What follows belongs to an exercise in optimizing a design on an open flow for small area, a short achievable clock period and few clock cycles; a production flow would make more cautious choices.
Only simulation tests tie the RTL to the original design; equivalence was not proved.
No activity file was given, so power comes from the tool's default toggle rates.

Design cic_decim, start of the top module:
module cic_decim #(
  parameter int unsigned IN_W       = 16,
  parameter int unsigned OUT_W      = 16,
  parameter int unsigned STAGES     = 4,
  parameter int unsigned RATE       = 125,
  parameter int unsigned DIFF_DELAY = 1,
  parameter int unsigned CHANNELS   = 2,
  parameter int unsigned CH_W       = cic_decim_pkg::cic_ch_w(CHANNELS)
) (
  input  logic             clk,
  input  logic             reset_n,
  input  logic [IN_W-1:0]  in_data,
  input  logic [CH_W-1:0]  in_channel,
  input  logic             in_valid,
  output logic             in_ready,
  input  logic [1:0]       in_error,
  input  logic             in_startofpacket,
  input  logic             in_endofpacket,
  output logic [OUT_W-1:0] out_data,
  output logic [CH_W-1:0]  out_channel,
  output logic             out_valid,
  input  logic             out_ready,
  output logic [1:0]       out_error,
  output logic             out_startofpacket,
  output logic             out_endofpacket
);
Size in the first run: roughly 2600 cells after synthesis, about 810 flip-flops, ~0.031 mm2 of cells after synthesis.
clock: 18.0 ns
lec_check: 0
cap_margin: 20
core_margin: 2
core_utilization: 60
cts_buf_list: sky130_fd_sc_hd__clkbuf_16
cts_cluster_diameter: 90
cts_cluster_size: 30
setup_slack_margin: 5
slew_margin: 20
run.sh (not shown) runs the stock make flow with config.mk's settings and CLKGATE_MAP_FILE= SYNTH_SCRIPT=/design/flow/synth_recipe.tcl, a recipe that flattens the netlist after the stock synthesis.
Testbench counts at the start, summed over its fixed seeds: cycles 80,584.
Change:
==> flow/flow/run.sh (new file) <==
#!/bin/bash
# Layout flow: the standard layout (standard.sh, ORFS from synthesis to the final layout)
# with three changes:
# * the buffers that ORFS puts on every input and output port are buf_2 cells (ORFS otherwise
#   picks its own, slow buffer cell for them);
# * clock tree synthesis inserts no dummy loads;
# * repair_timing works towards a setup slack of 13.2 ns, so it speeds up the paths that would
#   otherwise stay slower than the port paths.
# make's full output (every tool it runs) goes to flow.log in the work folder; ORFS keeps each
# step's own log under orfs/logs/.
set -euo pipefail
export BUFFER_PORTS_ARGS="-buffer_cell sky130_fd_sc_hd__buf_2"
export SETUP_SLACK_MARGIN=13.2
export CTS_ARGS="-sink_clustering_enable -repair_clock_nets -buf_list sky130_fd_sc_hd__clkbuf_16 -sink_clustering_size 30 -sink_clustering_max_diameter 90 -dont_use_dummy_load"
bash standard.sh > flow.log 2>&1
==> flow/standard.sh (new file) <==
#!/bin/bash
# synth_recipe.tcl (not shown) runs the flow's synth.tcl, then flattens the netlist and writes it again
# the make line also repeats each setting of config.mk as NAME=value (left out here)
make -C /OpenROAD-flow-scripts/flow DESIGN_CONFIG=/design/flow/config.mk WORK_HOME=/design/flow/orfs CLKGATE_MAP_FILE= SYNTH_SCRIPT=/design/flow/synth_recipe.tcl "${@:-finish}"
Settings changed: CORE_UTILIZATION 60 to 62, GPL_TIMING_DRIVEN set to 0, SETUP_SLACK_MARGIN 5 to unset.
removed: flow/run.sh
After rerunning: Synthesized cell count stays the same. Via count rose by 2.9%. Area after synthesis stays the same. Clock power is lower by about 10%. Power fell by 1.2%. Flip-flop and latch count is unchanged. Worst setup slack gains 870 ps. Register-to-register slack gains 870 ps. Cell count rises by 1.7%. First-iteration DRC count went up by 14%. Cell area goes up by 0.99%.
Change:
Settings changed: CTS_CLUSTER_DIAMETER 90 to 80, CTS_CLUSTER_SIZE 30 to 26, GPL_TIMING_DRIVEN 0 to unset.
What happened:
- routed wire length drops by about 6.5%
- utilization falls by 0.61 points
- count of clock-buffer cells in the layout fell by 2
- global-route usage fell by 1.5 points
Change:
Settings changed: CORE_UTILIZATION 62 to 55, CTS_CLUSTER_DIAMETER 80 to 90, CTS_CLUSTER_SIZE 26 to 30.
The changed run completed without violations.
Wire length came out higher by 1.3%.
Global-route usage fell by 2.0 points.
Synthesized area stays the same.
Maximum frequency went down by 0.31%.
Combinational power climbs by about 1%.
Setup slack degrades by 15 ps.
Die area increases by 12%.
Via count stays flat.
Non-clock buffer count climbs by 4.
Critical path depth rose by 11.
Design area increases by 0.79%.
Change:
Settings changed: CORE_UTILIZATION 55 to 62.
Result: Design area decreases by 0.79%. Routed wire length decreases by 1.3%. Sequential power barely changes. Clock power decreases by 2.7%. Power is lower by 0.89%. Count of clock-buffer cells in the layout came out lower by 2. Non-clock buffer count came out lower by 4. Via count hardly moves. Sequential share of layout area increases by 0.42 points.
Change:
Settings changed: CORE_UTILIZATION 62 to 66.
The new run finished with timing, DRC and antenna clean.
Total power rose by 1.0%.
Cell area is higher by 0.35%.
Routed wire length rose by 2.1%.
Utilization came out higher by 4.2 points.
Sequential power barely changes.
Maximum frequency drops by 0.46%.

what the ideal ports hide:
The flow's constraints put no driver on any port. The routed layouts listed below were extracted and timed again, unchanged, in two steps.
Step 1: set_driving_cell puts a clkbuf_16 on clk and a buf_2 on each other input, an assumption about the parent block.
Step 2, shift: input delay + t, output delay - t, t = (earliest + latest rising clock arrival at the registers) / 2. This alone moves slack from input paths to output paths.
a / b / c = ideal / step 1 / step 2; a / b = the first two.
run	shift t [ns]	slack for setup (ns)	worst hold slack (ns)	worst setup path after step 2	worst slew at a driven data input, ns
the first run	0.643	12.206 / 12.206 / 12.206	0.329 / 0.329 / 0.329	register to register	0.04
the second run	0.616	13.074 / 13.074 / 13.074	0.323 / 0.323 / 0.323	register to register	0.04
the third run	0.611	13.247 / 13.187 / 13.215	0.301 / 0.301 / 0.301	input to register	0.06
the fourth run	0.624	13.232 / 13.193 / 13.168	0.327 / 0.327 / 0.327	input to register	0.06
the fifth run	0.611	13.247 / 13.187 / 13.215	0.301 / 0.301 / 0.301	input to register	0.06
the sixth run	0.619	13.225 / 13.166 / 13.212	0.314 / 0.314 / 0.314	input to register	0.06
After both steps setup and hold are still met in every run listed. The setup slack of the fourth run, which loses most, moves by -0.039 ns with the drivers and by -0.064 ns with both steps.
